This is an optimization exercise on Yosys and OpenROAD, whose aim is small area, a short achievable clock period and few clock cycles, not a production implementation.
Function was checked by simulation only, so behaviour that the tests miss may differ from the original.
No activity file was given, so power comes from the tool's default toggle rates.

## flow/design.v

```verilog
`default_nettype none
package bpa_pkg;
    localparam int MAP_ROWS = 16;
    localparam int ROW_BITS = 32;
    localparam int KIND_W   = 2;
    localparam int PAGE_W   = 9;
    localparam int COUNT_W  = 10;
    localparam int STATUS_W = 2;
    localparam logic [KIND_W-1:0] KIND_ALLOC = 2'd0;
    localparam logic [KIND_W-1:0] KIND_FREE  = 2'd1;
    localparam logic [KIND_W-1:0] KIND_INIT  = 2'd2;
    localparam logic [STATUS_W-1:0] ST_OK       = 2'd0;
    localparam logic [STATUS_W-1:0] ST_NO_FREE  = 2'd1;
    localparam logic [STATUS_W-1:0] ST_BAD_PAGE = 2'd2;
    localparam logic [COUNT_W-1:0] TOTAL_MAX = 10'd1023;
endpackage
`default_nettype wire
`default_nettype none
import bpa_pkg::*;
module bpa_dp
(
    input  wire logic                                  clk,
    input  wire logic [bpa_pkg::MAP_ROWS-1:0]          row_hold,
    input  wire logic [bpa_pkg::MAP_ROWS-1:0]          row_wr,
    input  wire logic [bpa_pkg::ROW_BITS-1:0]          wr_data,
    input  wire logic                                  wr_data_nz,
    input  wire logic [bpa_pkg::MAP_ROWS-1:0]          rd_sel,
    output logic      [bpa_pkg::MAP_ROWS-1:0]          row_nz,
    output logic      [bpa_pkg::ROW_BITS-1:0]          rd_data
);
    logic [ROW_BITS-1:0] map_q [MAP_ROWS];
    logic [MAP_ROWS-1:0] nz_q;
    always_ff @(posedge clk)
    begin
        for (int r = 0; r < MAP_ROWS; r++)
        begin
            map_q[r] <= (map_q[r] & {ROW_BITS{row_hold[r]}}) |
                        (wr_data & {ROW_BITS{row_wr[r]}});
        end
        nz_q <= (nz_q & row_hold) | (row_wr & {MAP_ROWS{wr_data_nz}});
    end
    assign row_nz = nz_q;
    always_comb
    begin
        rd_data = '0;
        for (int r = 0; r < MAP_ROWS; r++)
        begin
            rd_data = rd_data | (map_q[r] & {ROW_BITS{rd_sel[r]}});
        end
    end
endmodule
`default_nettype wire
`default_nettype none
import bpa_pkg::*;
module bitmap_page_allocator_top
(
    input  wire logic                clk,
    input  wire logic                rst_n,
    input  wire logic                in_valid,
    output logic                     in_ready,
    input  wire logic [bpa_pkg::KIND_W-1:0]   kind,
    input  wire logic [bpa_pkg::PAGE_W-1:0]   page,
    output logic                     out_valid,
    input  wire logic                out_ready,
    output logic [bpa_pkg::STATUS_W-1:0]      status,
    output logic [bpa_pkg::PAGE_W-1:0]        alloc_page,
    output logic [bpa_pkg::COUNT_W-1:0]       free_pages,
    input  wire logic                cfg_valid,
    output logic                     cfg_ready,
    input  wire logic                cfg_index,
    input  wire logic [bpa_pkg::COUNT_W-1:0]  cfg_data
);
    localparam int R  = MAP_ROWS;
    localparam int W  = ROW_BITS;
    localparam int RB = $clog2(R);
    localparam int WB = $clog2(W);
    localparam int ROW_W = WB;
    logic [PAGE_W-1:0]  first_q;
    logic [COUNT_W-1:0] lim_q;
    logic               nonempty_q;
    logic               same_row_q;
    logic [COUNT_W-1:0] cfg_lim;
    assign cfg_ready = 1'b1;
    assign cfg_lim   = cfg_data[COUNT_W-1] ? COUNT_W'(512) : cfg_data;
    always_ff @(posedge clk or negedge rst_n)
    begin
        if (!rst_n)
        begin
            first_q    <= PAGE_W'(1);
            lim_q      <= COUNT_W'(512);
            nonempty_q <= 1'b1;
            same_row_q <= 1'b0;
        end
        else if (cfg_valid)
        begin
            if (cfg_index)
            begin
                lim_q      <= cfg_lim;
                nonempty_q <= (COUNT_W'(first_q) < cfg_lim);
                same_row_q <= ({1'b0, first_q[PAGE_W-1:ROW_W]} == cfg_lim[COUNT_W-1:ROW_W]);
            end
            else
            begin
                first_q    <= cfg_data[PAGE_W-1:0];
                nonempty_q <= (COUNT_W'(cfg_data[PAGE_W-1:0]) < lim_q);
                same_row_q <= ({1'b0, cfg_data[PAGE_W-1:ROW_W]} == lim_q[COUNT_W-1:ROW_W]);
            end
        end
    end
    logic                clr_q;
    logic [1:0]          ph_q;
    logic [COUNT_W-1:0]  cnt_q;
    logic                ov_q;
    logic [STATUS_W-1:0] st_q;
    logic [PAGE_W-1:0]   pg_q;
    logic [W-1:0]        fw_q;      
    logic [R-1:0]        next_row;  
    logic [R-1:0]        fr_q;      
    logic [R-1:0] row_hold;
    logic [R-1:0] row_wr;
    logic [W-1:0] wr_data;
    logic         wr_data_nz;
    logic [R-1:0] row_nz;
    logic [W-1:0] rd_data;
    bpa_dp u_dp (
        .clk        (clk),
        .row_hold   (row_hold),
        .row_wr     (row_wr),
        .wr_data    (wr_data),
        .wr_data_nz (wr_data_nz),
        .rd_sel     (next_row),
        .row_nz     (row_nz),
        .rd_data    (rd_data)
    );
    logic               nonempty;
    logic [COUNT_W-1:0] init_cnt;
    logic [RB-1:0]      f_row;
    logic [WB-1:0]      f_col;
    logic [RB:0]        l_row;
    logic [WB-1:0]      l_col;
    logic               same_row;
    logic               need1, need2;
    logic [R-1:0]       row_in;
    logic [R-1:0]       f_row_oh;
    logic [W-1:0]       f_suffix, l_prefix, mask1;
    assign nonempty = nonempty_q;
    assign init_cnt = nonempty ? (lim_q - COUNT_W'(first_q)) : '0;
    assign f_row    = first_q[PAGE_W-1:WB];
    assign f_col    = first_q[WB-1:0];
    assign l_row    = lim_q[COUNT_W-1:WB];
    assign l_col    = lim_q[WB-1:0];
    assign same_row = same_row_q;
    assign need1    = nonempty && (f_col != '0);
    assign need2    = nonempty && (l_col != '0) && !(same_row && (f_col != '0));
    always_comb
    begin
        for (int g = 0; g < R; g++)
        begin
            row_in[g]   = (g > int'(f_row) || (g == int'(f_row) && f_col == '0)) &&
                          (g < int'(l_row));
            f_row_oh[g] = (g == int'(f_row));
        end
        for (int j = 0; j < W; j++)
        begin
            f_suffix[j] = (WB'(j) >= f_col);
            l_prefix[j] = (WB'(j) < l_col);
        end
        mask1 = f_suffix & (same_row ? l_prefix : '1);
    end
    logic acc, is_alloc, is_free, is_init, bad, free_ok, respond;
    logic ph1, ph2;
    assign ph1      = (ph_q == 2'd1);
    assign ph2      = (ph_q == 2'd2);
    assign in_ready = !clr_q && (ph_q == 2'd0) && (!ov_q || out_ready);
    assign acc      = in_valid && in_ready;
    assign is_alloc = acc && (kind == KIND_ALLOC);
    assign is_free  = acc && (kind == KIND_FREE);
    assign is_init  = acc && (kind == KIND_INIT);
    assign bad      = (COUNT_W'(page) >= lim_q);
    assign free_ok  = is_free && !bad;
    function automatic logic [R-1:0] prefix_r(input logic [R-1:0] v);
        logic [R-1:0] p;
        p = v;
        for (int s = 1; s < R; s = s * 2)
            for (int i = R - 1; i >= 0; i--)
                if (i >= s) p[i] = p[i] | p[i-s];
        prefix_r = {p[R-2:0], 1'b0};
    endfunction
    function automatic logic [W-1:0] prefix_w(input logic [W-1:0] v);
        logic [W-1:0] p;
        p = v;
        for (int s = 1; s < W; s = s * 2)
            for (int i = W - 1; i >= 0; i--)
                if (i >= s) p[i] = p[i] | p[i-s];
        prefix_w = {p[W-2:0], 1'b0};
    endfunction
    function automatic logic two_set(input logic [W-1:0] v);
        logic [W-1:0] a, t;
        a = v;
        t = '0;
        for (int s = 1; s < W; s = s * 2)
            for (int i = 0; i < W; i = i + 2 * s)
            begin
                t[i] = t[i] | t[i+s] | (a[i] & a[i+s]);
                a[i] = a[i] | a[i+s];
            end
        two_set = t[0];
    endfunction
    logic [W-1:0]  bit_pre;
    logic [W-1:0]  low_bit;
    logic [W-1:0]  alloc_data;
    logic          fw_two;
    logic [R-1:0]  third_src;
    logic          any_free;
    logic          alloc_go;
    logic          found;
    logic [RB-1:0] fr_idx;
    logic [WB-1:0] low_idx;
    always_comb
    begin
        bit_pre    = prefix_w(fw_q);
        low_bit    = fw_q & ~bit_pre;
        alloc_data = fw_q & bit_pre;
        fw_two     = two_set(fw_q);
        third_src  = row_nz & ~fr_q;
        next_row   = third_src & ~prefix_r(third_src);
        fr_idx = '0;
        for (int g = 0; g < R; g++)
        begin
            if (fr_q[g]) fr_idx = fr_idx | RB'(g);
        end
        low_idx = '0;
        for (int j = 0; j < W; j++)
            if (low_bit[j]) low_idx = low_idx | WB'(j);
    end
    assign any_free = |row_nz;
    assign alloc_go = is_alloc;
    assign found    = is_alloc && any_free;
    logic [R-1:0]  page_row;
    logic [W-1:0]  page_col;
    logic          page_below, page_same;
    always_comb
    begin
        for (int g = 0; g < R; g++)
            page_row[g] = (page[PAGE_W-1:WB] == RB'(g));
        for (int j = 0; j < W; j++)
            page_col[j] = (page[WB-1:0] == WB'(j));
    end
    logic [R-1:0]  page_gt;          
    always_comb
    begin
        for (int g = 0; g < R; g++)
            page_gt[g] = (RB'(g) > page[PAGE_W-1:WB]);
    end
    assign page_below = !any_free || (|(fr_q & page_gt));
    assign page_same  = |(fr_q & page_row);
    logic [W-1:0] init_data;
    assign init_data = ph1 ? mask1 : (ph2 ? l_prefix : '1);
    always_comb
    begin
        for (int g = 0; g < R; g++)
        begin
            row_hold[g] = !(clr_q || is_init || (alloc_go && fr_q[g]));
            row_wr[g]   = (is_init && row_in[g]) ||
                          (free_ok && page_row[g]) ||
                          (alloc_go && fr_q[g]) ||
                          (ph1 && f_row_oh[g]) ||
                          (ph2 && (int'(l_row) == g));
        end
        wr_data_nz = is_alloc ? fw_two : 1'b1;
        if (is_alloc)
            wr_data = alloc_data;
        else if (is_free)
            wr_data = page_col;
        else
            wr_data = init_data;
    end
    always_ff @(posedge clk)
    begin
        if (clr_q)
        begin
            fw_q <= '0;
            fr_q <= '0;
        end
        else if (is_init)
        begin
            fw_q <= nonempty ? mask1 : '0;
            fr_q <= f_row_oh;
        end
        else if (found)
        begin
            if (fw_two)
            begin
                fw_q <= alloc_data;
            end
            else
            begin
                fw_q <= rd_data;
                fr_q <= next_row;
            end
        end
        else if (free_ok)
        begin
            if (page_below)
            begin
                fw_q <= page_col;
                fr_q <= page_row;
            end
            else if (page_same)
            begin
                fw_q <= fw_q | page_col;
            end
        end
    end
    assign respond = (acc && !(is_init && (need1 || need2))) ||
                     (ph1 && !need2) || ph2;
    always_ff @(posedge clk or negedge rst_n)
    begin
        if (!rst_n)
        begin
            clr_q <= 1'b1;
            ph_q  <= 2'd0;
            cnt_q <= '0;
            ov_q  <= 1'b0;
        end
        else
        begin
            clr_q <= 1'b0;
            if (is_init)
                ph_q <= need1 ? 2'd1 : (need2 ? 2'd2 : 2'd0);
            else if (ph1)
                ph_q <= need2 ? 2'd2 : 2'd0;
            else if (ph2)
                ph_q <= 2'd0;
            if (found)
                cnt_q <= cnt_q - COUNT_W'(1);
            else if (free_ok && cnt_q != TOTAL_MAX)
                cnt_q <= cnt_q + COUNT_W'(1);
            else if (is_init)
                cnt_q <= init_cnt;
            if (respond)
                ov_q <= 1'b1;
            else if (out_ready)
                ov_q <= 1'b0;
        end
    end
    always_ff @(posedge clk)
    begin
        if (acc)
        begin
            st_q <= (is_alloc && !found) ? ST_NO_FREE :
                    (is_free && bad)     ? ST_BAD_PAGE : ST_OK;
            pg_q <= found ? {fr_idx, low_idx} : '0;
        end
    end
    assign out_valid  = ov_q;
    assign status     = st_q;
    assign alloc_page = pg_q;
    assign free_pages = cnt_q;
endmodule
`default_nettype wire
```

## flow/run.sh

```bash
#!/bin/bash
# synth_recipe.tcl (not shown) runs the flow's synth.tcl, then flattens the netlist and writes it again
# the make line also repeats each setting of config.mk as NAME=value (left out here)
make -C /OpenROAD-flow-scripts/flow DESIGN_CONFIG=/design/flow/config.mk WORK_HOME=/design/flow/orfs CLKGATE_MAP_FILE= SYNTH_SCRIPT=/design/flow/synth_recipe.tcl finish
```

## flow/config.mk

```make
export PLATFORM = sky130hd
export DESIGN_NAME = bitmap_page_allocator_top
export DESIGN_NICKNAME = bitmap_page_allocator_top
export VERILOG_FILES = /design/flow/design.v
export SDC_FILE = /design/flow/constraint.sdc
export NUM_CORES = 4
export LEC_CHECK = 0
export CAP_MARGIN = 20
export CORE_MARGIN = 2
export CORE_UTILIZATION = 40
export SETUP_SLACK_MARGIN = 2.1
export SLEW_MARGIN = 20
```

## flow/constraint.sdc

```tcl
create_clock -name core_clock -period 5.0 [get_ports {clk}]
set_input_delay 1.0000 -clock core_clock [delete_from_list [all_inputs] [get_ports {clk}]]
set_output_delay 1.0000 -clock core_clock [all_outputs]
set_load 0.01 [all_outputs]
```

==> run summary, run 1 <==
Status:
- The run finished with no timing, DRC or antenna violations.

Timing:
- In the finished design, the share of the clock period the worst path needs comes to 0.619.
- In the final timing run, aggregate negative setup slack is 0 ns.
- Headroom to the max-slew limit came out at 0.267.
- Setup repair after global routing could not meet its margin everywhere.
- The minimum clock period is 3.09 ns.
- The number of endpoints with negative hold slack in the final report is 0.
- Setup violations remaining at the end of the flow were counted as 0.
- The highest clock frequency the design can meet is 323 MHz.
- The actual slew at the worst max-slew pin is 1.10 ns.
- The worst hold margin is 0.449 ns.
- The worst clock skew on the final layout is 0.0249 ns.
- The number of slew-limit violations in the final report was 0.

Yosys:
- The number of enable flip-flop cells after synthesis is 11.
- After synthesis the cells add up to 28600 um^2.
- The total of flip-flops plus latches after synthesis is 622.
- The number of warnings reported in the yosys synthesis log is 3.
- The adder and majority gate portion of the synthesized area is 0.0165.
- Of the synthesized area, sequential elements account for 0.446.
- The simple-gate portion of the synthesized area is 0.154.
- Dividing the synthesized area by the synthesized cell count gives 8.58 um^2.
- When the netlist entered floorplanning its net count stood at 3397.
- The compound-gate portion of the synthesized area came to 0.331.
- The netlist uses 88 different library cells.
- The dominant register cell in the synthesized netlist is dfxtp_1.
- The gate count after technology mapping is 3333.
- Measured against the total synthesized area, the mux share comes to 0.00302.
- By area, the combinational part of the netlist is dominated by compound AO/OA/AOI/OAI gates.
- For this run, asynchronously set or reset flops after synthesis account for 0.0563.
- Of the total synthesized cell area, the portion taken by XOR and XNOR cells is 0.00337.

Clock network:
- The clock net sink count is 622.
- In this run the clock root is driven by a clkbuf_16.
- TritonCTS built the clock tree.
- Buffers inserted during clock tree synthesis total 70.
- The later pin in the worst-skew pair is clocked with a latency of 0.64 ns.
- The total of hold buffers inserted after clock tree synthesis is 0.
- After clock tree synthesis, the clock-pin slew on the worst setup and hold paths is 0.06 ns.
- CTS built an H-tree with a depth of 3.
- The number of buffers between clock root and the deepest sink is 3.

Detailed routing:
- The mean number of vias per cell is 6.93.
- After detailed routing, the total wire length is 149000 um.
- The count of routing violations after the opening detailed-route iteration is 5223.
- The per-cell routed wire length is 32.5 um.
- In the routed design, unresolved DRC markers number 0.
- Once detail routing completed, the nets flagged for antenna violations numbered 0.
- The via count of the routed design is 31.8k.
- The first detailed-routing pass ran for 9 iterations.

Floorplan:
- The floorplan step defined a die boundary enclosing 73600 um^2.
- The initial utilization of the core area, before any placement, comes to 0.402.
- The boundary pin count is 51.
- The core footprint is 71100 um^2.
- The chip width is 271 um.
- The die is 271 um tall.
- After floorplanning, the core was divided into 98 placement rows.

Power and ir drop:
- The leakage power total is 14.4 nW.
- For this design the ratio of total power to cell area is 394 nW/um^2.
- VDD sags by at most 0.256 mV.

Global route:
- The aggregate global routing overflow is 0.
- The wire length of the first global-routing pass is 204000 um.
- Entering global routing, the biggest net connects 36 pins.
- The via count of the first global-routing pass was 28.8k.
- For this run, the total global-route usage over all layers was measured as 0.373.
- The number of antenna violations at the first check in global routing is 7.

Setup path:
- The slowest cell on the critical path is dfxtp_1.
- Traced cell by cell, the critical path runs through nand2b_1 -> and4b_1 -> nand3_1 -> a211oi_1 -> a21oi_1 -> nand4_1 -> a211oi_4 -> o221ai_1.
- The reg-to-reg startpoint is fr_q[13]$_SDFFE_PP0P_.
- The endpoint type of the worst setup path is a flop.
- At the worst endpoint, the required time is 5.55 ns.
- The critical path launch point type is a flop.
- The timing startpoint of the critical path is fr_q[13]$_SDFFE_PP0P_.
- The delay of the slowest critical-path stage is 0.75 ns.
- The arrival time at the worst endpoint is 3.64 ns.
- The number of buffer and inverter instances along the worst setup path is 0.
- Grouping stages by cell kind, the critical path spends the most delay in simple AND/OR/NAND/NOR gates.
- Along the worst path, the maximum fanout reaches 10.
- The category of the critical setup timing path is flop to flop.

Placed design:
- The global placer's final weighted congestion is 0.969.
- The number of port buffers is 49.
- The area after detailed placement is 31300 um^2.
- After legalization and detailed placement, the total HPWL measured 95300 um.

Final layout:
- In the final layout, the share of cells above drive strength 1 is 0.234.
- The final instance area is 38200 um^2.
- In the layout the commonest cells are 567 x dfxtp_1, 480 x nand2_1, 281 x a22o_1.
- Fill cells in the final layout number 6356.
- At the end of the flow, the number of nets in the layout was 3654.
- The most frequent standard cell in the layout excluding fill and tap cells is dfxtp_1.
- The area added between synthesis and finish is 33.5%.

Worst hold path:
- The path class of the tightest hold or removal check is flop to flop.
- The startpoint identified for the worst hold timing path is u_dp.map_q[10][8]$_DFF_P_.

Job:
- The count of max-cap constraint violations is 0.
worst min-delay path: cells and delay by family, from the launching register on:
family             cells  cell delay (ns)
AOI/OAI and AO/OA      1             0.05
DFF                    1             0.31
and+or+nand+nor        1             0.05
final timing paths:
check / depth (start not counted) / end / slack [ns]
worst max-delay path: 8 / fw_q[8]$_SDFFE_PP0P_ / 1.91
worst min-delay path: 2 / u_dp.map_q[10][8]$_DFF_P_ / 0.45
max in group asynchronous: 1 / first_q[1]$_DFFE_PN0P_ / 3.80
min in group asynchronous: 1 / first_q[5]$_DFFE_PN0P_ / 0.51
worst max register to register: 8 / fw_q[8]$_SDFFE_PP0P_ / 1.91
worst min register to register: 2 / u_dp.map_q[10][8]$_DFF_P_ / 0.45
logic make-up (layout without fill, tap and decap cells):
group	Yosys count	after routing
AOI/OAI and AO/OA	1331	1346
xor gates and xnor gates	11	11
adders and majority gates	37	37
buffers and inverters	344	633
DFF	622	622
muxes	7	7
other	2	3
and+or+nand+nor	979	981
registers in the layout (all words and copies together) (netlist names):
signal and cells:
pg_q 9, st_q 2, cnt_q 10, u_dp.map_q 512, ov_q 1, u_dp.nz_q 16, first_q 9, lim_q 10
fw_q 32, ph_q 2, nonempty_q 1, same_row_q 1, clr_q 1, fr_q 16
per-stage QoR:
step                total power [W]   util  instances  setup WS (ns)
detailed placement          0.00862  0.440       4234          0.503
CTS                          0.0145  0.504       4463           1.99
global route                 0.0154  0.536       4589           1.94
finish                       0.0151  0.536       4590           1.91
global placement            0.00858  0.440       4231          0.564
floorplan                   0.00729      -       3333           1.87
area by class of cell:
class / count / area (um^2) / area share
Multi-Input combinational cell: 2384 / 16700 / 0.438
Sequential cell: 622 / 12800 / 0.335
Antenna cell: 1 / 2.50 / 0.0000656
Timing Repair Buffer: 468 / 4830 / 0.127
Tap cell: 950 / 1190 / 0.0312
Inverter: 44 / 196 / 0.00515
Clock inverter: 22 / 405 / 0.0106
Clock buffer: 99 / 2060 / 0.0539
report_power, final:
part           switching (W)  internal, W
Combinational        0.00232      0.00137
Sequential          0.000370      0.00539
Clock                0.00222      0.00339
Yosys cell counts, types with 18 or more instances:
library cell,count,share of area
nor4_1,24,0.0053
a221oi_1,45,0.014
a31oi_1,29,0.0063
nand4_1,31,0.0068
o22ai_1,32,0.0070
a22o_1,281,0.086
o211ai_1,25,0.0066
nand3_1,59,0.010
a21oi_1,123,0.022
o21ai_0,392,0.069
a222oi_1,80,0.028
dfrtp_1,31,0.027
nor3_1,73,0.013
and3_1,18,0.0039
a22oi_1,102,0.027
ha_1,36,0.016
nor2_1,160,0.021
nand2b_1,28,0.0061
nand2_1,499,0.066
dfxtp_1,576,0.40
nor2b_1,28,0.0061
inv_1,40,0.0053
clkbuf_1,269,0.035
a211oi_1,44,0.012
routing by layer:
layer / share of wire / global-route usage / wire length (um)
met1: 0.40 / 0.512 / 59000
met2: 0.42 / 0.549 / 62300
met3: 0.12 / 0.0805 / 18100
met4: 0.065 / 0.194 / 9700
met5: 0.00026 / 0 / 39
repair_timing:
item | 4_1_cts | 5_1_grt
endpoints found under the setup margin | 595 | 562
buffers inserted | 83 | 106
cloned | 25 | 20
pin swaps | 62 | 128
resized for setup | 264 | 339
Testbench counts, summed over its fixed seeds: cycles 12,170.
==> run 2: changes to the inputs <==
--- a/flow/config.mk
+++ b/flow/config.mk
@@ -9,4 +9,4 @@
 export CORE_MARGIN = 2
 export CORE_UTILIZATION = 40
-export SETUP_SLACK_MARGIN = 2.1
+export SETUP_SLACK_MARGIN = 1.8
 export SLEW_MARGIN = 20
==> run summary, run 2 <==
Setup path:
- The endpoint type of the worst setup path is a flop.
- By startpoint and endpoint, the worst setup path is classified as flop to flop.
- The maximum net fanout on the critical path was 19 (+9).
- In this run the critical register-to-register path is launched from u_dp.nz_q[0]$_DFF_P_.
- The worst setup path is launched from a flop.
- The data required time at the worst endpoint is 5.51 ns (-0.04 ns).
- In this run the worst setup path begins at u_dp.nz_q[0]$_DFF_P_.
- The arrival time at the worst endpoint is 3.81 ns (+0.17 ns).

Yosys:
- The leading cell type by number of instances after synthesis is dfxtp_1.
- Ranked by instance count, the synthesized netlist is headed by 576 x dfxtp_1, 499 x nand2_1, 392 x o21ai_0.
- The proportion of netlist area held by the largest area contributor is 0.403 (unchanged).
- The number of enable flip-flop cells after synthesis was 11 (unchanged).
- The summed instance area of the synthesized netlist is 28600 um^2 (unchanged).
- The synthesized area per cell is 8.58 um^2 (unchanged).
- In the post-synthesis netlist, the biggest area contributors are dfxtp_1 40%, a22o_1 8.6%, o21ai_0 6.9%.
- The number of distinct library cell variants in the gate-level netlist after synthesis is 88 (unchanged).
- For this run, the leading register cell type out of synthesis is dfxtp_1.
- The total of flip-flops plus latches after synthesis is 622 (unchanged).
- The gate count after technology mapping was 3333 (unchanged).
- The post-synth net total is 3397 (unchanged).
- The sequential element share of the synthesized area is 0.446 (unchanged).
- The number of warnings reported in the yosys synthesis log was 3 (unchanged).
- The async set-or-reset flop fraction in the synthesized netlist was 0.0563 (unchanged).
- dfxtp_1 takes more of the synthesized area than any other cell.

Power and ir drop:
- The leakage power total is 12.8 nW (-11%).
- The total power consumption of the routed design is 0.0140 W (-7.0%).
- The clock power share came to 0.369 (-0.003).
- The internal power summed over all cells is 0.00943 W (-7.1%).
- The power per unit of standard cell area is 403 nW/um^2 (+2.1%).
- The fraction of power consumed by combinational cells came to 0.216 (-0.029).
- The switching component of the power was 0.00457 W (-6.8%).
- The worst ir drop on vdd came to 0.311 mV (+22%).
- The switching fraction of total power is 0.327 (+0.000693).
- The part of the power in registers is 0.415 (+0.032).

Timing:
- The highest clock frequency the design can meet is 303 MHz (-6.2%).
- The aggregate negative setup slack is 0 ns (unchanged).
- The number of endpoints with negative hold slack in the final report came to 0 (unchanged).
- Setup repair after global routing could not meet its margin everywhere.
- The number of slew-limit violations in the final report came to 0 (unchanged).
- The worst hold margin came to 0.450 ns (+0.00173 ns).
- The worst-case headroom to the max-slew limit is 0.317 (+0.0495).
- The minimum clock period is 3.30 ns (+0.204 ns).
- The worst clock skew on the final layout was 0.0350 ns (+0.0101 ns).
- The final period utilization was 0.660 (+0.0408).
- The slack of the critical path is 1.70 ns (-0.204 ns).
- The final-report setup violation count is 0 (unchanged).
- The actual slew at the worst max-slew pin is 1.02 ns (-0.0780 ns).

Floorplan:
- The chip width came to 271 um (unchanged).
- The floorplan die area is 73600 um^2 (unchanged).
- The initial core utilization came to 0.402 (unchanged).
- The number of rows created at floorplan is 98 (unchanged).
- The boundary pin count is 51 (unchanged).
- The core footprint is 71100 um^2 (unchanged).
- The die outline height is 271 um (unchanged).

Job:
- The count of max-cap constraint violations is 0 (unchanged).

Global route:
- The wire length of the first global-routing pass is 199000 um (-2.6%).
- The maximum number of pins on one net before global-route repair is 36 (unchanged).
- The via count of the first global-routing pass is 28.4k (-1.5%).
- The overall fraction of global-route tracks in use is 0.361 (-0.0118).
- The aggregate global routing overflow is 0 (unchanged).
- The number of antenna violations at the first check in global routing is 3 (-4).

Detailed routing:
- The number of remaining DRC errors is 0 (unchanged).
- The first-pass detailed-route iteration total is 9 (unchanged).
- The count of routing violations after the opening detailed-route iteration is 4726 (-9.5%).
- The number of antenna-violating nets in the routed design is 0 (unchanged).
- The total length of routed wires is 138000 um (-7.2%).
- The per-cell routed wire length was 31.4 um (-3.4%).
- The via count of the routed design is 30.1k (-5.4%).
- The mean number of vias per cell is 6.83 (-1.4%).

Clock network:
- The maximum level of the CTS H-tree is 3 (unchanged).
- The number of buffers between clock root and the deepest sink is 3 (unchanged).
- The total of hold buffers inserted after clock tree synthesis was 0 (unchanged).
- The tree is rooted in a clkbuf_16.
- The insertion delay of the later-clocked pin in the worst-skew pair is 0.63 ns (about the same).
- The clock net sink count is 622 (unchanged).
- The clock transition at the register clock pins on the worst setup and hold paths after CTS came to 0.06 ns (about the same).
- The number of buffers inserted during clock tree synthesis is 68 (-2.9%).
- The TritonCTS clock tree is done.

Placed design:
- The worst slack at placement is 0.385 ns (-0.118 ns).
- The number of port buffers is 49 (unchanged).
- The global placer's final weighted congestion is 0.978 (+0.97%).
- The sum of net half-perimeters after detailed placement is 92800 um (-2.6%).
- The cell count after placement is 4214 (-0.47%).

Final layout:
- The number of filler cells placed in the layout is 6766 (+6.5%).
- The top cell types in the final layout, fill and taps aside, are 568 x dfxtp_1, 486 x nand2_1, 375 x o21ai_0.
- The fraction of final layout cells sized beyond drive strength 1 came to 0.157 (-0.0775).
- The largest register by flop count is u_dp.map_q.
- The number of nets in the layout is 3472 (-5.0%).
- The number of cells in the finished layout apart from fillers is 4406 (-4.0%).
- The area growth from synthesis to layout is 21.6%.
- In the final layout, the registers with the most flip-flops are u_dp.map_q: 512 flops, fw_q: 32 flops.
- The flip-flop count of the largest register, all copies and words added is 512 (unchanged).
- The area used by sequential logic in the layout is 12800 um^2 (about the same).
- The most frequent standard cell in the layout excluding fill and tap cells is dfxtp_1.
- The area taken by multi-input logic gates was 15700 um^2 (-6.1%).

Status:
- The run finished with no timing, DRC or antenna violations.

Worst hold path:
- The path class of the tightest hold or removal check is flop to flop.
- The launch instance of the worst min-delay path is u_dp.map_q[4][8]$_DFF_P_.
run 2: cell types whose count changed in the layout (fill, tap and decap cells not counted), moves of 10 or more:
cell / delta
o21ai_0: +128
buf_12: -25
nor2_1: +11
clkbuf_16: -10
o21ai_1: -100
o21ai_2: -25
buf_6: -36
buf_4: -89
buf_8: -10
run 2: final cells by class:
class	count	share of cell area
multi-input cells	2379	0.451
diodes	2	0.000144
clock inverters	20	0.00709
flip-flops and latches	622	0.367
repair buffers	293	0.0775
clock buffers	96	0.0575
inverters	44	0.00489
well taps	950	0.0342
run 2: final timing paths:
kind | depth (start not counted) | end | slack, ns
hold reg to reg | 2 | u_dp.map_q[4][8]$_DFF_P_ | 0.45
min in group asynchronous | 1 | lim_q[5]$_DFFE_PN0P_ | 0.50
max in group asynchronous | 1 | lim_q[0]$_DFFE_PN0P_ | 3.87
hold / removal | 2 | u_dp.map_q[4][8]$_DFF_P_ | 0.45
setup reg to reg | 10 | fw_q[29]$_SDFFE_PP0P_ | 1.70
setup / recovery | 10 | fw_q[29]$_SDFFE_PP0P_ | 1.70
run 2: critical path: stages, from the launching register on:
cell and delay, ns:
dfxtp_1 0.38, nor2b_4 0.29, buf_4 0.19, nor3_2 0.05, buf_4 0.24, and2_1 0.29, buf_6 0.23, a221oi_1 0.78
a31oi_1 0.38, a211oi_1 0.29, o21ai_1 0.08
run 2: logic make-up (layout without fill, tap and decap cells):
| group | after synthesis | in the layout | synth area share |
|---|---|---|---|
| fa+ha+maj | 37 | 37 | 0.0165 |
| xor+xnor | 11 | 11 | 0.00337 |
| mux | 7 | 7 | 0.00302 |
| other cells | 2 | 4 | 0.000263 |
| simple gates | 979 | 979 | 0.154 |
| buf+inv | 344 | 453 | 0.0464 |
| flops | 622 | 622 | 0.446 |
| compound gates | 1331 | 1343 | 0.331 |
run 2: stage by stage:
step,instance area [um^2],utilization
2_1_floorplan,28600,-
3_3_place_gp,30800,0.433
3_5_place_dp,30900,0.434
4_1_cts,34100,0.479
5_1_grt,34800,0.489
6_report,34800,0.489
run 2: what timing repair did:
action | CTS | global route
setup endpoints to repair | 588 | 540
gates resized for setup | 158 | 92
pin swaps | 24 | 23
gates cloned | 19 | 2
setup buffers | 29 | 23
run 2: metal layers:
layer  share of wire  GRT usage
met1            0.40      0.471
met2            0.45      0.566
met3           0.099     0.0660
met4           0.058      0.198
met5               0          0
run 2: power groups by stage:
stage	Clock, W	Combinational (W)	Sequential [W]
global placement	0	0.00263	0.00586
floorplan	0	0.00155	0.00571
finish	0.00517	0.00302	0.00581
CTS	0.00519	0.00282	0.00578
detailed placement	0	0.00265	0.00587
global route	0.00538	0.00315	0.00585
==> run 3: changes to the inputs <==
--- a/flow/config.mk
+++ b/flow/config.mk
@@ -9,4 +9,6 @@
 export CORE_MARGIN = 2
 export CORE_UTILIZATION = 40
+export CTS_CLUSTER_DIAMETER = 100
+export CTS_CLUSTER_SIZE = 30
 export SETUP_SLACK_MARGIN = 1.8
 export SLEW_MARGIN = 20
==> run summary, run 3 <==
Status:
- The run finished with no timing, DRC or antenna violations.

Final layout:
- The area taken by multi-input logic gates is 15600 um^2 (-0.55%).
- In the final layout, the registers with the most flip-flops are u_dp.map_q: 512 flops, fw_q: 32 flops.
- The most frequent standard cell in the layout excluding fill and tap cells is dfxtp_1.
- The area used by sequential logic in the layout was 12800 um^2 (about the same).
- The area added between synthesis and finish is 16.6%.
- The register with the most flip-flops in the final layout is u_dp.map_q.
- The fraction of final layout cells sized beyond drive strength 1 is 0.143 (-0.0144).
- The number of nets in the layout is 3438 (-0.98%).
- The number of filler cells placed in the layout is 6896 (+1.9%).
- The flip-flop count of the largest register, all copies and words added is 512 (unchanged).
- In the layout the commonest cells are 567 x dfxtp_1, 487 x nand2_1, 374 x o21ai_0.

Setup path:
- The arrival time at the worst endpoint is 3.80 ns (about the same).
- The number of cell instances on the worst register-to-register path came to 11 (+1).
- The slowest cell on the critical path is a221oi_1.
- The most critical setup path has its endpoint at fw_q[12]$_SDFFE_PP0P_.
- Traced cell by cell, the critical path runs through nor2b_4 -> buf_4 -> nor3_2 -> buf_4 -> and2_2 -> buf_6 -> a22oi_1 -> nand4_1 -> a221oi_1 -> nand4_1 -> a32o_1.
- The delay of the slowest critical-path stage was 0.53 ns (-0.25 ns).
- The register-to-register setup slack is 1.74 ns (+0.04 ns).
- The reg-to-reg startpoint is u_dp.nz_q[0]$_DFF_P_.
- The worst register-to-register path ends at fw_q[12]$_SDFFE_PP0P_.
- The maximum net fanout on the critical path is 19 (unchanged).
- The data required time at the worst endpoint came to 5.54 ns (+0.03 ns).
- The critical path in this run is classified as flop to flop.
- The timing startpoint of the critical path is u_dp.nz_q[0]$_DFF_P_.
- The worst setup path is captured at a flop.
- The critical path launch point type is a flop.

Yosys:
- The area share of xor/xnor cells in the synthesized design is 0.00337 (unchanged).
- The total of flip-flops plus latches after synthesis came to 622 (unchanged).
- The proportion of netlist area held by the largest area contributor is 0.403 (unchanged).
- The async set-or-reset flop fraction in the synthesized netlist is 0.0563 (unchanged).
- The compound-gate portion of the synthesized area is 0.331 (unchanged).
- Counting instances in the post-synthesis netlist gives the leading cell types as 576 x dfxtp_1, 499 x nand2_1, 392 x o21ai_0.
- The synthesized area per cell is 8.58 um^2 (unchanged).
- The sequential element share of the synthesized area was 0.446 (unchanged).
- The post-synth net total is 3397 (unchanged).
- The summed instance area of the synthesized netlist came to 28600 um^2 (unchanged).
- The number of distinct library cell variants in the gate-level netlist after synthesis is 88 (unchanged).
- The gate count after technology mapping is 3333 (unchanged).
- By area the synthesized netlist is led by dfxtp_1 40%, a22o_1 8.6%, o21ai_0 6.9%.
- The dominant register cell in the synthesized netlist is dfxtp_1.
- The largest total area in the synthesized netlist belongs to dfxtp_1.
- After synthesis, the largest family of logic cells by area is compound AO/OA/AOI/OAI gates.
- The number of warnings reported in the yosys synthesis log was 3 (unchanged).
- The number of enable flip-flop cells after synthesis is 11 (unchanged).
- The simple-gate portion of the synthesized area is 0.154 (unchanged).
- By instance count, the leading cell after synthesis is dfxtp_1.
- The adder and majority gate portion of the synthesized area is 0.0165 (unchanged).
- The mux contribution to synthesized area is 0.00302 (unchanged).

Global route:
- The overall fraction of global-route tracks in use is 0.353 (-0.00807).
- The number of antenna violations at the first check in global routing is 4 (+1).
- The via count of the first global-routing pass is 27.6k (-2.8%).
- The aggregate global routing overflow came to 0 (unchanged).
- The wire length of the first global-routing pass was 196000 um (-1.7%).
- The maximum number of pins on one net before global-route repair is 36 (unchanged).

Detailed routing:
- The mean number of vias per cell is 6.85 (+0.32%).
- The count of routing violations after the opening detailed-route iteration is 4674 (-1.1%).
- The per-cell routed wire length is 31.6 um (+0.52%).
- The via count of the routed design was 29.7k (-1.3%).
- The first-pass detailed-route iteration total is 6 (-3).
- The total length of routed wires came to 137000 um (-1.1%).
- The number of antenna-violating nets in the routed design is 0 (unchanged).
- The number of remaining DRC errors came to 0 (unchanged).

Worst hold path:
- The type of the worst min-delay path is input port to async pin.

Timing:
- The highest clock frequency the design can meet is 307 MHz (+1.2%).
- The aggregate negative setup slack was 0 ns (unchanged).
- The worst clock skew on the final layout came to 0.0413 ns (+0.00622 ns).
- The number of slew-limit violations in the final report is 0 (unchanged).
- The number of endpoints with negative hold slack in the final report is 0 (unchanged).
- The final-report setup violation count came to 0 (unchanged).
- The worst-case headroom to the max-slew limit was 0.317 (about the same).
- The minimum clock period is 3.26 ns (-0.0379 ns).
- The actual slew at the worst max-slew pin is 1.02 ns (+0.00353 ns).
- Setup repair after global routing could not meet its margin everywhere.
- The final period utilization is 0.652 (-0.00758).

Floorplan:
- The number of rows created at floorplan is 98 (unchanged).
- The chip width came to 271 um (unchanged).
- The initial core utilization is 0.402 (unchanged).
- The core footprint is 71100 um^2 (unchanged).
- The floorplan die area is 73600 um^2 (unchanged).
- The boundary pin count is 51 (unchanged).
- The die outline height is 271 um (unchanged).

Clock network:
- The number of buffers between clock root and the deepest sink was 3 (unchanged).
- The number of buffers inserted during clock tree synthesis is 27 (-60%).
- The clock net sink count was 622 (unchanged).
- The clock transition at the register clock pins on the worst setup and hold paths after CTS came to 0.12 ns (+0.06 ns).
- The cell sitting at the root of the clock tree is a clkbuf_16.
- The maximum level of the CTS H-tree came to 1 (-2).
- The insertion delay of the later-clocked pin in the worst-skew pair is 0.67 ns (+0.04 ns).
- The TritonCTS clock tree is done.
- The total of hold buffers inserted after clock tree synthesis was 0 (unchanged).

Power and ir drop:
- The worst ir drop on vdd is 0.326 mV (+4.9%).
- The total power consumption of the routed design came to 0.0116 W (-17%).
- The leakage power total is 12.1 nW (-5.4%).
- The power per unit of standard cell area came to 349 nW/um^2 (-13%).

Placed design:
- The global placer's final weighted congestion is 0.978 (unchanged).
- The number of port buffers came to 49 (unchanged).
- The sum of net half-perimeters after detailed placement is 92800 um (unchanged).

Job:
- The count of max-cap constraint violations is 0 (unchanged).
run 3: cell types whose count changed in the layout (fill, tap and decap cells not counted), sizes merged:
cell | before | now
clkdlybuf4s15 | 0 | 1
dlymetal6s2s | 3 | 2
clkinvlp | 2 | 3
o311a | 9 | 8
dlygate4sd2 | 3 | 2
clkdlybuf4s50 | 41 | 42
clkbuf | 100 | 31
clkinv | 12 | 5
diode | 2 | 4
bufinv | 4 | 0
buf | 242 | 250
run 3: final cells by class:
| type | instances | area share |
|---|---|---|
| inverters | 44 | 0.00518 |
| clock buffers | 27 | 0.0203 |
| well taps | 950 | 0.0357 |
| flip-flops and latches | 622 | 0.383 |
| diodes | 4 | 0.000300 |
| repair buffers | 301 | 0.0831 |
| multi-input cells | 2378 | 0.468 |
| clock inverters | 10 | 0.00409 |
run 3: metal layers:
metal	vias up	share of wire	global-route usage
met5	-	0.00027	0
met4	6	0.053	0.157
met3	355	0.098	0.0615
met2	1977	0.45	0.564
met1	14703	0.40	0.468
li1	12667	-	-
run 3: cells by family (layout without fill, tap and decap cells):
family / Yosys count / count (layout)
multiplexers: 7 / 7
adder cells (fa/ha/maj): 37 / 37
flip-flops: 622 / 622
buffers and inverters: 344 / 382
AO/OA/AOI/OAI: 1331 / 1342
other: 2 / 6
XOR/XNOR: 11 / 11
AND/OR/NAND/NOR: 979 / 979
run 3: what timing repair did:
item                                    4_1_cts  5_1_grt
pin swaps                                    25       27
endpoints found under the setup margin      588      530
gates resized for setup                     142      106
cloned                                       17        3
buffers inserted                             31       30
run 3: worst min-delay path by stage:
stage               slack (ns)  cells after the start                          to                        from
floorplan                 0.42                      2   u_dp.map_q[10][7]$_DFF_P_   u_dp.map_q[10][7]$_DFF_P_
global placement          0.43                      2  u_dp.map_q[13][13]$_DFF_P_  u_dp.map_q[13][13]$_DFF_P_
detailed placement        0.44                      2    u_dp.map_q[0][2]$_DFF_P_    u_dp.map_q[0][2]$_DFF_P_
CTS                       0.47                      1      first_q[6]$_DFFE_PN0P_                       rst_n
global route              0.48                      2    u_dp.map_q[8][5]$_DFF_P_    u_dp.map_q[8][5]$_DFF_P_
finish                    0.46                      1      first_q[6]$_DFFE_PN0P_                       rst_n
run 3: power by group:
part | leakage, nW | total (W) | switching [W] | internal (W)
sequential | 5.21 | 0.00581 | 0.000424 | 0.00538
clock | 0.397 | 0.00280 | 0.00176 | 0.00104
combinational | 6.54 | 0.00302 | 0.00198 | 0.00104
run 3: through the flow:
| step | util | cells | setup slack, ns | cell area, um^2 | hold WS [ns] |
|---|---|---|---|---|---|
| after floorplan | - | 3333 | 1.75 | 28600 | 0.417 |
| after global placement | 0.433 | 4213 | 0.359 | 30800 | 0.430 |
| after detailed placement | 0.434 | 4214 | 0.385 | 30900 | 0.439 |
| after CTS | 0.458 | 4299 | 1.76 | 32600 | 0.466 |
| after global routing | 0.469 | 4332 | 1.76 | 33300 | 0.483 |
| final | 0.469 | 4336 | 1.74 | 33300 | 0.456 |
run 3: critical path, delay by kind of cell, from the launching register on:
kind,cells,cell delay [ns]
compound gates,3,1.14
buf+inv,3,0.64
flops,1,0.40
simple gates,5,0.94
==> run 4: changes to the inputs <==
--- a/flow/config.mk
+++ b/flow/config.mk
@@ -9,6 +9,7 @@
 export CORE_MARGIN = 2
 export CORE_UTILIZATION = 40
-export CTS_CLUSTER_DIAMETER = 100
-export CTS_CLUSTER_SIZE = 30
+export CTS_CLUSTER_DIAMETER = 120
+export CTS_CLUSTER_SIZE = 24
 export SETUP_SLACK_MARGIN = 1.8
 export SLEW_MARGIN = 20
+export TNS_END_PERCENT = 10
==> run summary, run 4 <==
Setup path:
- Traced cell by cell, the critical path runs through clkdlybuf4s50_1 -> and3b_1 -> nand4_1 -> buf_4 -> nor2_1 -> nand2_1 -> o21ai_0 -> o21bai_1 -> buf_6 -> a22o_1.
- On the critical path the largest part of the delay comes from buffers and inverters.
- The arrival time at the worst endpoint is 4.00 ns (+0.20 ns).
- The data required time at the worst endpoint is 5.59 ns (+0.05 ns).
- The number of buffer and inverter instances along the worst setup path is 3 (unchanged).
- The category of the critical setup timing path is input port to flop.
- The critical path launch point type is an input port.
- The number of cell instances on the worst register-to-register path is 10 (-1).
- The delay of the slowest critical-path stage is 0.63 ns (+0.10 ns).
- The maximum net fanout on the critical path is 16 (-3).
- The largest individual stage delay along the critical path comes from the cell o21ai_0.
- The endpoint type of the worst setup path is a flop.
- The total stage count of the critical path is 10 (-1).

Yosys:
- The dominant register cell in the synthesized netlist is dfxtp_1.
- The number of warnings reported in the yosys synthesis log was 3 (unchanged).
- The total of flip-flops plus latches after synthesis is 622 (unchanged).
- The biggest area contributor in the post-synthesis netlist is dfxtp_1.
- The summed instance area of the synthesized netlist came to 28600 um^2 (unchanged).
- The number of enable flip-flop cells after synthesis is 11 (unchanged).
- The async set-or-reset flop fraction in the synthesized netlist is 0.0563 (unchanged).
- The proportion of netlist area held by the largest area contributor was 0.403 (unchanged).
- The leading cell type by number of instances after synthesis is dfxtp_1.
- The synthesized area per cell is 8.58 um^2 (unchanged).
- The sequential element share of the synthesized area is 0.446 (unchanged).
- In the synthesized netlist, the cells that appear most often are 576 x dfxtp_1, 499 x nand2_1, 392 x o21ai_0.
- The number of distinct library cell variants in the gate-level netlist after synthesis is 88 (unchanged).
- The gate count after technology mapping is 3333 (unchanged).
- The post-synth net total came to 3397 (unchanged).
- Ranked by total cell area, the synthesized netlist is headed by dfxtp_1 40%, a22o_1 8.6%, o21ai_0 6.9%.

Timing:
- The minimum clock period is 3.41 ns (+0.155 ns).
- The highest clock frequency the design can meet is 293 MHz (-4.5%).
- The number of slew-limit violations in the final report came to 0 (unchanged).
- The worst clock skew on the final layout came to 0.0300 ns (-0.0112 ns).
- The final-report setup violation count is 0 (unchanged).
- The aggregate negative setup slack came to 0 ns (unchanged).
- The worst-case headroom to the max-slew limit is 0.143 (-0.174).
- The final period utilization was 0.683 (+0.0309).
- The number of endpoints with negative hold slack in the final report is 0 (unchanged).
- The slack of the critical path was 1.59 ns (-0.155 ns).
- Setup repair after global routing could not meet its margin everywhere.
- The actual slew at the worst max-slew pin is 1.29 ns (+0.261 ns).

Floorplan:
- The core footprint is 71100 um^2 (unchanged).
- The chip width is 271 um (unchanged).
- The initial core utilization is 0.402 (unchanged).
- The number of rows created at floorplan is 98 (unchanged).
- The boundary pin count is 51 (unchanged).
- The floorplan die area is 73600 um^2 (unchanged).
- The die outline height is 271 um (unchanged).

Worst hold path:
- The path class of the tightest hold or removal check is input port to async pin.

Clock network:
- The insertion delay of the later-clocked pin in the worst-skew pair was 0.67 ns (about the same).
- The total of hold buffers inserted after clock tree synthesis is 0 (unchanged).
- The number of buffers inserted during clock tree synthesis is 30 (+11%).
- The number of buffers between clock root and the deepest sink is 3 (unchanged).
- The TritonCTS clock tree is done.
- The maximum level of the CTS H-tree is 1 (unchanged).
- The root cell of the clock tree is clkbuf_16.
- The clock net sink count is 622 (unchanged).
- The clock transition at the register clock pins on the worst setup and hold paths after CTS is 0.11 ns (about the same).

Placed design:
- The sum of net half-perimeters after detailed placement came to 84900 um (-8.5%).
- The worst slack at placement was 0.576 ns (+0.191 ns).
- The number of port buffers is 49 (unchanged).
- The global placer's final weighted congestion is 1.03 (+5.5%).

Detailed routing:
- The number of remaining DRC errors is 0 (unchanged).
- The number of antenna-violating nets in the routed design is 0 (unchanged).
- The via count of the routed design is 28.8k (-3.1%).
- The count of routing violations after the opening detailed-route iteration is 4846 (+3.7%).
- The per-cell routed wire length is 29.2 um (-7.4%).
- The first-pass detailed-route iteration total is 10 (+4).
- The total length of routed wires is 125000 um (-8.4%).
- The mean number of vias per cell came to 6.72 (-2.0%).

Power and ir drop:
- The worst ir drop on vdd is 0.299 mV (-8.3%).
- The power per unit of standard cell area is 351 nW/um^2 (+0.79%).
- The leakage power total is 11.9 nW (-2.2%).
- The total power consumption of the routed design was 0.0115 W (-1.2%).

Final layout:
- The number of nets in the layout is 3394 (-1.3%).
- Leaving out fill and tap cells, the most frequent cells in the layout are 572 x dfxtp_1, 491 x nand2_1, 386 x o21ai_0.
- The fraction of final layout cells sized beyond drive strength 1 came to 0.120 (-0.0225).
- The largest registers in the layout are u_dp.map_q: 512 flops, fw_q: 32 flops.
- Relative to the synthesized area, the layout overhead comes to 14.3%.
- Ranked by flip-flop count, first place goes to u_dp.map_q.
- The flip-flop count of the largest register, all copies and words added was 512 (unchanged).
- Leaving out fill and tap cells, the most frequent cell in the layout is dfxtp_1.

Global route:
- The maximum number of pins on one net before global-route repair was 36 (unchanged).
- The number of antenna violations at the first check in global routing is 4 (unchanged).
- The aggregate global routing overflow is 0 (unchanged).
- The wire length of the first global-routing pass came to 180000 um (-7.9%).
- The via count of the first global-routing pass is 26.2k (-4.9%).
- The overall fraction of global-route tracks in use was 0.318 (-0.0348).

Job:
- The count of max-cap constraint violations is 0 (unchanged).

Status:
- The run finished with no timing, DRC or antenna violations.
==> run 4: cell count changes in the layout (fill, tap and decap cells not counted), sizes merged, moves of 2 or more <==
cell / previous run / this run
dlymetal6s2s: 2 / 6
and4: 5 / 7
a21oi: 133 / 127
clkinvlp: 3 / 0
clkbuf: 31 / 36
inv: 46 / 42
clkdlybuf4s50: 42 / 40
o211a: 7 / 9
buf: 250 / 205
==> run 4: kinds of logic (layout without fill, tap and decap cells) <==
kind of cell / count (synthesis) / after routing / share of synthesized area
adders and majority gates: 37 / 37 / 0.0165
AOI/OAI and AO/OA: 1331 / 1338 / 0.331
and+or+nand+nor: 979 / 981 / 0.154
xor gates and xnor gates: 11 / 11 / 0.00337
buffers and inverters: 344 / 336 / 0.0464
DFF: 622 / 622 / 0.446
muxes: 7 / 7 / 0.00302
other: 2 / 5 / 0.000263
==> run 4: stage by stage <==
stage	instances	util	cell area [um^2]	hold WS, ns
after detailed placement	4193	0.433	30800	0.437
after floorplan	3333	-	28600	0.417
final	4287	0.460	32700	0.450
after global routing	4284	0.459	32700	0.483
after CTS	4245	0.450	32000	0.460
after global placement	4190	0.431	30700	0.427
==> run 4: area by class of cell <==
type | instances | area (um^2)
Sequential cell | 622 | 12800
Inverter | 44 | 170
Multi-Input combinational cell | 2376 | 15400
Clock buffer | 32 | 778
Tap cell | 950 | 1190
Timing Repair Buffer | 256 | 2310
Clock inverter | 4 | 58.8
Fill cell | 6979 | 38400
Antenna cell | 3 | 7.51
==> run 4: worst paths after layout <==
kind	start	to	slack, ns
worst max register to register	u_dp.nz_q[3]$_DFF_P_	fw_q[19]$_SDFFE_PP0P_	1.66
worst max-delay path	kind[0]	u_dp.map_q[2][30]$_DFF_P_	1.59
min in group core_clock	u_dp.map_q[10][7]$_DFF_P_	u_dp.map_q[10][7]$_DFF_P_	0.46
worst min-delay path	rst_n	lim_q[6]$_DFFE_PN0P_	0.45
max in group asynchronous	rst_n	lim_q[1]$_DFFE_PN0P_	3.91
worst min register to register	u_dp.map_q[10][7]$_DFF_P_	u_dp.map_q[10][7]$_DFF_P_	0.46
==> run 4: layer usage <==
metal,track usage,wire length (um)
met1,0.445,51900
met2,0.483,53900
met3,0.0588,13400
met4,0.128,6030
met5,0,36
==> run 4: worst register-to-register path, stage by stage, from the launching register on <==
cell and delay, ns:
dfxtp_1 0.40, nor2b_2 0.20, buf_4 0.34, nor3b_2 0.18, and2_1 0.19, buf_4 0.25, a221o_1 0.40, a221oi_1 0.60
nand4_1 0.32, nor3_1 0.26, o31ai_1 0.08
==> run 4: report_power, final <==
group          leakage [nW]  total (W)  switching (W)  internal [W]
sequential             5.21    0.00577       0.000393       0.00538
combinational          6.25    0.00287        0.00188      0.000989
clock                 0.410    0.00285        0.00172       0.00113
total                  11.9     0.0115        0.00399       0.00749
==> run 4: repair_timing <==
item                       4_1_cts  5_1_grt
pin swaps                        8       22
setup endpoints to repair      587      572
gates cloned                     4       11
setup buffers                   12       27
resized for setup               59       94
==> run 5: changes to the inputs <==
--- a/flow/config.mk
+++ b/flow/config.mk
@@ -11,5 +11,4 @@
 export CTS_CLUSTER_DIAMETER = 120
 export CTS_CLUSTER_SIZE = 24
-export SETUP_SLACK_MARGIN = 1.8
+export SETUP_SLACK_MARGIN = 2.0
 export SLEW_MARGIN = 20
-export TNS_END_PERCENT = 10
==> run summary, run 5 <==
Yosys:
- The synthesized area per cell is 8.58 um^2 (unchanged).
- In the post-synthesis netlist, the biggest area contributors are dfxtp_1 40%, a22o_1 8.6%, o21ai_0 6.9%.
- The total of flip-flops plus latches after synthesis is 622 (unchanged).
- The synthesized design spends more area on one cell type than any other, namely dfxtp_1.
- The most used flip-flop cell after synthesis is dfxtp_1.
- The sequential element share of the synthesized area came to 0.446 (unchanged).
- The async set-or-reset flop fraction in the synthesized netlist came to 0.0563 (unchanged).
- The commonest cells after synthesis are 576 x dfxtp_1, 499 x nand2_1, 392 x o21ai_0.
- The leading cell type by number of instances after synthesis is dfxtp_1.
- The gate count after technology mapping came to 3333 (unchanged).
- The number of enable flip-flop cells after synthesis is 11 (unchanged).
- The proportion of netlist area held by the largest area contributor was 0.403 (unchanged).
- The summed instance area of the synthesized netlist came to 28600 um^2 (unchanged).
- The number of warnings reported in the yosys synthesis log is 3 (unchanged).
- The number of distinct library cell variants in the gate-level netlist after synthesis was 88 (unchanged).
- The post-synth net total is 3397 (unchanged).

Setup path:
- The worst setup path is launched from an input port.
- The data required time at the worst endpoint is 5.53 ns (-0.06 ns).
- The delay of the slowest critical-path stage was 0.98 ns (+0.35 ns).
- The arrival time at the worst endpoint was 3.64 ns (-0.36 ns).
- The signal on the critical path passes through dlygate4sd2_1 -> nand2b_4 -> nand4_1 -> bufinv_8 -> and3_4 -> buf_6 -> a222oi_1 -> a21oi_2 -> buf_6 -> buf_12 -> o21ai_1.
- The worst setup path is of the input port to flop kind.
- Among the stages of the critical path, the cell type that occurs most often is buf_6.
- For this design, the slowest cell found on the critical path is a222oi_1.
- The number of buffer and inverter instances along the worst setup path came to 5 (+2).
- The reg-to-reg startpoint is clr_q$_DFF_PN1_.
- The capture point of the critical path is u_dp.map_q[4][27]$_DFF_P_.
- The worst setup path is captured at a flop.
- The number of cell instances on the worst register-to-register path was 10 (unchanged).
- The maximum net fanout on the critical path came to 8 (-8).
- The worst flop-to-flop path endpoint is u_dp.map_q[4][27]$_DFF_P_.
- The most critical setup path has its startpoint at out_ready.
- The kind of cell with the highest combined delay along the critical path is compound AO/OA/AOI/OAI gates.
- The register-to-register setup slack is 1.91 ns (+0.25 ns).
- The total stage count of the critical path is 11 (+1).

Clock network:
- The number of buffers between clock root and the deepest sink was 3 (unchanged).
- The tree is rooted in a clkbuf_16.
- The TritonCTS clock tree is done.
- The number of buffers inserted during clock tree synthesis is 34 (+13%).
- The clock net sink count is 622 (unchanged).
- The maximum level of the CTS H-tree is 2 (+1).
- The insertion delay of the later-clocked pin in the worst-skew pair is 0.60 ns (-0.07 ns).
- The clock transition at the register clock pins on the worst setup and hold paths after CTS came to 0.09 ns (-0.02 ns).

Detailed routing:
- The first-pass detailed-route iteration total is 9 (-1).
- The number of antenna-violating nets in the routed design is 0 (unchanged).
- The total length of routed wires is 137000 um (+9.4%).
- The count of routing violations after the opening detailed-route iteration is 4750 (-2.0%).
- The mean number of vias per cell was 6.78 (+1.0%).
- The per-cell routed wire length is 31.2 um (+6.6%).
- The via count of the routed design is 29.8k (+3.6%).
- The number of remaining DRC errors is 0 (unchanged).

Final layout:
- The area taken by multi-input logic gates is 16000 um^2 (+3.7%).
- Leaving out fill and tap cells, the most frequent cell in the layout is dfxtp_1.
- In the layout the commonest cells are 555 x dfxtp_1, 482 x nand2_1, 346 x o21ai_0.
- Relative to the synthesized area, the layout overhead comes to 21.1%.
- The number of cells in the finished layout apart from fillers is 4399 (+2.6%).
- The largest register by flop count is u_dp.map_q.
- The number of nets in the layout is 3504 (+3.2%).
- The fraction of final layout cells sized beyond drive strength 1 is 0.183 (+0.0628).
- The area used by sequential logic in the layout is 12800 um^2 (+0.25%).
- The largest registers in the layout are u_dp.map_q: 512 flops, fw_q: 32 flops.
- The flip-flop count of the largest register, all copies and words added is 512 (unchanged).
- The number of filler cells placed in the layout is 6796 (-2.6%).

Power and ir drop:
- The worst ir drop on vdd is 0.248 mV (-17%).
- The leakage power total is 12.8 nW (+7.6%).
- The power per unit of standard cell area was 350 nW/um^2 (-0.42%).

Timing:
- The minimum clock period is 3.12 ns (-0.298 ns).
- The number of slew-limit violations in the final report is 0 (unchanged).
- The final-report setup violation count is 0 (unchanged).
- The number of endpoints with negative hold slack in the final report is 0 (unchanged).
- Setup repair after global routing could not meet its margin everywhere.
- The actual slew at the worst max-slew pin was 1.16 ns (-0.127 ns).
- The highest clock frequency the design can meet is 321 MHz (+9.6%).
- The worst clock skew on the final layout came to 0.0273 ns (-0.00274 ns).
- The final period utilization was 0.623 (-0.0596).
- The worst-case headroom to the max-slew limit came to 0.227 (+0.0844).
- The aggregate negative setup slack was 0 ns (unchanged).

Worst hold path:
- The launch instance of the worst min-delay path is u_dp.map_q[10][27]$_DFF_P_.
- The worst hold path belongs to the class flop to flop.

Placed design:
- The sum of net half-perimeters after detailed placement is 92500 um (+8.9%).
- The number of port buffers is 49 (unchanged).
- The global placer's final weighted congestion was 0.968 (-6.2%).
- The cell count after placement was 4218 (+0.60%).

Global route:
- The aggregate global routing overflow is 0 (unchanged).
- The via count of the first global-routing pass was 28.3k (+7.8%).
- The wire length of the first global-routing pass was 197000 um (+9.7%).
- The number of antenna violations at the first check in global routing is 5 (+1).
- The overall fraction of global-route tracks in use is 0.357 (+0.0385).
- The maximum number of pins on one net before global-route repair was 38 (+5.6%).

Floorplan:
- The die outline height came to 271 um (unchanged).
- The floorplan die area came to 73600 um^2 (unchanged).
- The initial core utilization came to 0.402 (unchanged).
- The core footprint was 71100 um^2 (unchanged).
- The number of rows created at floorplan is 98 (unchanged).
- The boundary pin count was 51 (unchanged).
- The chip width is 271 um (unchanged).

Status:
- The flow ran to the end and the layout has no timing, DRC or antenna violations.

Job:
- The count of max-cap constraint violations came to 0 (unchanged).
## run 5: cell counts after synthesis
Identical to the previous run, type by type.
## run 5: cell type report
cell class                      count  share of cell area
Sequential cell                   622               0.369
Clock buffer                       36              0.0248
Clock inverter                      7             0.00303
Multi-Input combinational cell   2369               0.462
Tap cell                          950              0.0343
Inverter                           44             0.00549
Timing Repair Buffer              369               0.101
Antenna cell                        2            0.000145
## run 5: logic make-up after synthesis
logic type,share of synthesized area
simple gates,0.154
buf+inv,0.0464
mux,0.00302
compound gates,0.331
xor+xnor,0.00337
other cells,0.000263
fa+ha+maj,0.0165
flops,0.446
## run 5: worst min path at each step
stage	to	slack, ns	depth (start not counted)
after global routing	u_dp.map_q[2][1]$_DFF_P_	0.48	2
after floorplan	u_dp.map_q[10][7]$_DFF_P_	0.42	2
after detailed placement	u_dp.map_q[5][9]$_DFF_P_	0.44	2
after CTS	u_dp.map_q[5][9]$_DFF_P_	0.46	2
after global placement	u_dp.map_q[10][7]$_DFF_P_	0.43	2
final	u_dp.map_q[10][27]$_DFF_P_	0.46	2
## run 5: what timing repair did
action,4_1_cts,5_1_grt
gates resized for setup,239,190
buffers inserted,71,51
hold buffers,0,0
pin swaps,37,64
setup endpoints to repair,594,531
gates cloned,11,3
## run 5: metrics by stage
step / util / worst slack (ns) / area [um^2] / power, W / hold slack (ns)
after global routing: 0.487 / 1.93 / 34600 / 0.0125 / 0.480
final: 0.487 / 1.88 / 34600 / 0.0121 / 0.458
after CTS: 0.471 / 1.86 / 33500 / 0.0118 / 0.462
after global placement: 0.435 / 0.340 / 30900 / 0.00850 / 0.430
after floorplan: - / 1.86 / 28800 / 0.00727 / 0.417
after detailed placement: 0.435 / 0.348 / 31000 / 0.00853 / 0.440
## run 5: report_power, final
| group | switching [W] | leakage [nW] | total, W | internal (W) |
|---|---|---|---|---|
| Sequential | 0.000377 | 5.21 | 0.00576 | 0.00538 |
| Combinational | 0.00207 | 7.09 | 0.00327 | 0.00120 |
| Clock | 0.00181 | 0.470 | 0.00309 | 0.00129 |
| Total | 0.00426 | 12.8 | 0.0121 | 0.00787 |
## run 5: tightest hold or removal path, cell delays in order (launching register included)
cell and delay [ns]:
dfxtp_1 0.32, nand2_1 0.05, o21ai_1 0.05
## run 5: per-layer routing
layer / track usage / up-vias / share of wire
li1: - / 12778 / -
met1: 0.486 / 14694 / 0.40
met2: 0.538 / 1993 / 0.43
met3: 0.0746 / 381 / 0.11
met4: 0.173 / 0 / 0.058
met5: 0 / - / 0
==> run 6: changes to the inputs <==
--- a/flow/config.mk
+++ b/flow/config.mk
@@ -6,5 +6,5 @@
 export NUM_CORES = 4
 export LEC_CHECK = 0
-export CAP_MARGIN = 20
+export CAP_MARGIN = 0
 export CORE_MARGIN = 2
 export CORE_UTILIZATION = 40
@@ -12,3 +12,3 @@
 export CTS_CLUSTER_SIZE = 24
 export SETUP_SLACK_MARGIN = 2.0
-export SLEW_MARGIN = 20
+export SLEW_MARGIN = 0
==> run summary, run 6 <==
Yosys:
- Sorting the synthesized cells by area gives the leading types as dfxtp_1 40%, a22o_1 8.6%, o21ai_0 6.9%.
- The number of warnings reported in the yosys synthesis log came to 3 (unchanged).
- The post-synth net total was 3397 (unchanged).
- The number of distinct library cell variants in the gate-level netlist after synthesis was 88 (unchanged).
- The proportion of netlist area held by the largest area contributor was 0.403 (unchanged).
- The total of flip-flops plus latches after synthesis came to 622 (unchanged).
- The cell type contributing the most total cell area after synthesis is dfxtp_1.
- The commonest cells after synthesis are 576 x dfxtp_1, 499 x nand2_1, 392 x o21ai_0.
- The number of enable flip-flop cells after synthesis is 11 (unchanged).
- The leading cell type by number of instances after synthesis is dfxtp_1.
- The synthesized area per cell came to 8.58 um^2 (unchanged).
- The async set-or-reset flop fraction in the synthesized netlist was 0.0563 (unchanged).

Detailed routing:
- The total length of routed wires is 138000 um (+0.71%).
- The number of remaining DRC errors is 0 (unchanged).
- The number of antenna-violating nets in the routed design is 0 (unchanged).
- The mean number of vias per cell is 6.83 (+0.66%).
- The per-cell routed wire length is 31.3 um (+0.46%).

Setup path:
- The worst setup path is launched from an input port.
- The category of the critical setup timing path is input port to flop.
- Traced cell by cell, the critical path runs through dlygate4sd2_1 -> nand2b_4 -> nand4_1 -> bufinv_8 -> and3_4 -> buf_6 -> a222oi_1 -> a21oi_2 -> buf_6 -> o21ai_2.
- In this design, the critical path's most frequently occurring cell is buf_6.
- For this design, the slowest cell found on the critical path is a222oi_1.
- The arrival time at the worst endpoint came to 3.70 ns (+0.06 ns).
- The data required time at the worst endpoint was 5.60 ns (+0.07 ns).
- The worst setup path is captured at a flop.
- The delay of the slowest critical-path stage came to 1.02 ns (+0.04 ns).

Final layout:
- The number of filler cells placed in the layout is 6848 (+0.77%).
- Counting flops per register, the top entry is u_dp.map_q.
- The final instance area is 34500 um^2 (-0.43%).
- The area added between synthesis and finish is 20.6%.
- The library cells used most frequently in the layout, excluding fill and tap cells, are 555 x dfxtp_1, 486 x nand2_1, 347 x o21ai_0.
- The largest registers in the layout are u_dp.map_q: 512 flops, fw_q: 32 flops.
- The number of cells in the finished layout apart from fillers is 4410 (+0.25%).
- The fraction of final layout cells sized beyond drive strength 1 is 0.182 (-0.000871).
- The flip-flop count of the largest register, all copies and words added is 512 (unchanged).

Clock network:
- The maximum level of the CTS H-tree is 1 (-1).
- The total of hold buffers inserted after clock tree synthesis is 0 (unchanged).
- The clock net sink count is 622 (unchanged).
- In this run the clock root is driven by a clkbuf_16.
- The clock transition at the register clock pins on the worst setup and hold paths after CTS came to 0.10 ns (about the same).
- TritonCTS built the clock tree.
- The insertion delay of the later-clocked pin in the worst-skew pair is 0.67 ns (+0.07 ns).
- The number of buffers inserted during clock tree synthesis is 31 (-8.8%).

Timing:
- The minimum clock period came to 3.10 ns (-0.0142 ns).
- Setup repair after global routing could not meet its margin everywhere.
- The slack of the critical path is 1.90 ns (+0.0142 ns).
- The number of slew-limit violations in the final report came to 0 (unchanged).
- The worst hold margin is 0.456 ns (-0.00160 ns).
- The highest clock frequency the design can meet is 322 MHz (+0.46%).
- The final-report setup violation count is 0 (unchanged).
- The actual slew at the worst max-slew pin is 1.22 ns (+0.0586 ns).
- The number of endpoints with negative hold slack in the final report is 0 (unchanged).

Global route:
- The wire length of the first global-routing pass was 199000 um (+0.65%).
- The number of antenna violations at the first check in global routing is 10 (+5).
- The maximum number of pins on one net before global-route repair is 38 (unchanged).
- The overall fraction of global-route tracks in use is 0.358 (+0.00149).
- The aggregate global routing overflow is 0 (unchanged).

Power and ir drop:
- The worst ir drop on vdd was 0.264 mV (+6.6%).
- The switching fraction of total power is 0.353 (+0.00163).
- The leakage power total came to 12.7 nW (-0.35%).

Floorplan:
- The floorplan die area is 73600 um^2 (unchanged).
- The chip width is 271 um (unchanged).
- The core footprint is 71100 um^2 (unchanged).
- The initial core utilization is 0.402 (unchanged).
- The number of rows created at floorplan is 98 (unchanged).

Worst hold path:
- The worst hold path belongs to the class input port to async pin.

Placed design:
- The area after detailed placement is 30900 um^2 (about the same).
- The global placer's final weighted congestion is 0.968 (unchanged).
- The sum of net half-perimeters after detailed placement is 92300 um (-0.15%).

Status:
- The flow ran to the end and the layout has no timing, DRC or antenna violations.

Job:
- The count of max-cap constraint violations is 0 (unchanged).
## run 6: changes by cell type in the layout (fill, tap and decap cells not counted), moves of 3 or more
cell,delta
nand2_1,+4
dfrtp_1,-3
o21ai_1,-3
nor3_2,-4
dfrtp_2,+3
o21ai_2,+3
nor3_1,+4
buf_6,+19
buf_4,+3
clkbuf_16,-4
buf_12,-7
## run 6: final cells by class
cell class                 count  area [um^2]  area share
multi-input combinational   2370        15900       0.460
tap                          950         1190      0.0345
inverter                      44          199     0.00577
antenna                        2         5.00    0.000145
timing repair buffer         383         3560       0.103
clock buffer                  33          793      0.0230
clock inverter                 6         81.3     0.00236
sequential                   622        12800       0.371
## run 6: final timing paths
check / startpoint / cells past startpoint / slack [ns] / endpoint
min in group core_clock: u_dp.map_q[2][9]$_DFF_P_ / 2 / 0.46 / u_dp.map_q[2][9]$_DFF_P_
max in group asynchronous: rst_n / 1 / 3.88 / lim_q[6]$_DFFE_PN0P_
worst min register to register: u_dp.map_q[2][9]$_DFF_P_ / 2 / 0.46 / u_dp.map_q[2][9]$_DFF_P_
worst min-delay path: rst_n / 1 / 0.46 / ov_q$_DFFE_PN0P_
worst max register to register: clr_q$_DFF_PN1_ / 9 / 1.91 / u_dp.map_q[7][27]$_DFF_P_
worst max-delay path: out_ready / 10 / 1.90 / u_dp.map_q[7][27]$_DFF_P_
## run 6: critical path: cells and delay by family
family	cells	cell delay (ns)
compound gates	3	1.41
simple gates	3	0.48
buf+inv	4	0.80
## run 6: power groups by stage
| stage | registers [W] | logic [W] | clock network, W |
|---|---|---|---|
| finish | 0.00575 | 0.00325 | 0.00293 |
| global route | 0.00579 | 0.00339 | 0.00311 |
| CTS | 0.00573 | 0.00299 | 0.00293 |
| detailed placement | 0.00584 | 0.00269 | 0 |
| global placement | 0.00583 | 0.00267 | 0 |
| floorplan | 0.00571 | 0.00156 | 0 |
## run 6: through the flow
step                      total power (W)  utilization
after global placement            0.00850        0.435
after detailed placement          0.00853        0.435
after CTS                          0.0117        0.472
after global routing               0.0123        0.485
final                              0.0119        0.485
after floorplan                   0.00727            -
## run 6: per-layer routing
metal | global-route usage | wire [um] | vias to the layer above
met2 | 0.548 | 60200 | 2072
met4 | 0.166 | 7250 | 2
met5 | 0 | 10 | -
met1 | 0.488 | 55800 | 14871
met3 | 0.0686 | 14800 | 381
li1 | - | - | 12792
## run 6: repair_timing
| action | 4_1_cts | 5_1_grt |
|---|---|---|
| gates resized for setup | 229 | 186 |
| pin swaps | 40 | 57 |
| setup endpoints to repair | 593 | 573 |
| cloned | 13 | 4 |
| buffers inserted | 100 | 35 |
## run 6: cells by family after synthesis
group,Yosys count,synth area share
other,2,0.000263
buffers and inverters,344,0.0464
AO/OA/AOI/OAI,1331,0.331
AND/OR/NAND/NOR,979,0.154
flip-flops,622,0.446
adder cells (fa/ha/maj),37,0.0165
XOR/XNOR,11,0.00337
multiplexers,7,0.00302

Check on run 6: ideal ports give 1.898 ns setup slack; a clkbuf_16 on the clock port and buf_2 on the inputs give 1.911 ns; moving port delays by the midpoint clock arrival (0.723 ns) as well gives 1.209 ns.
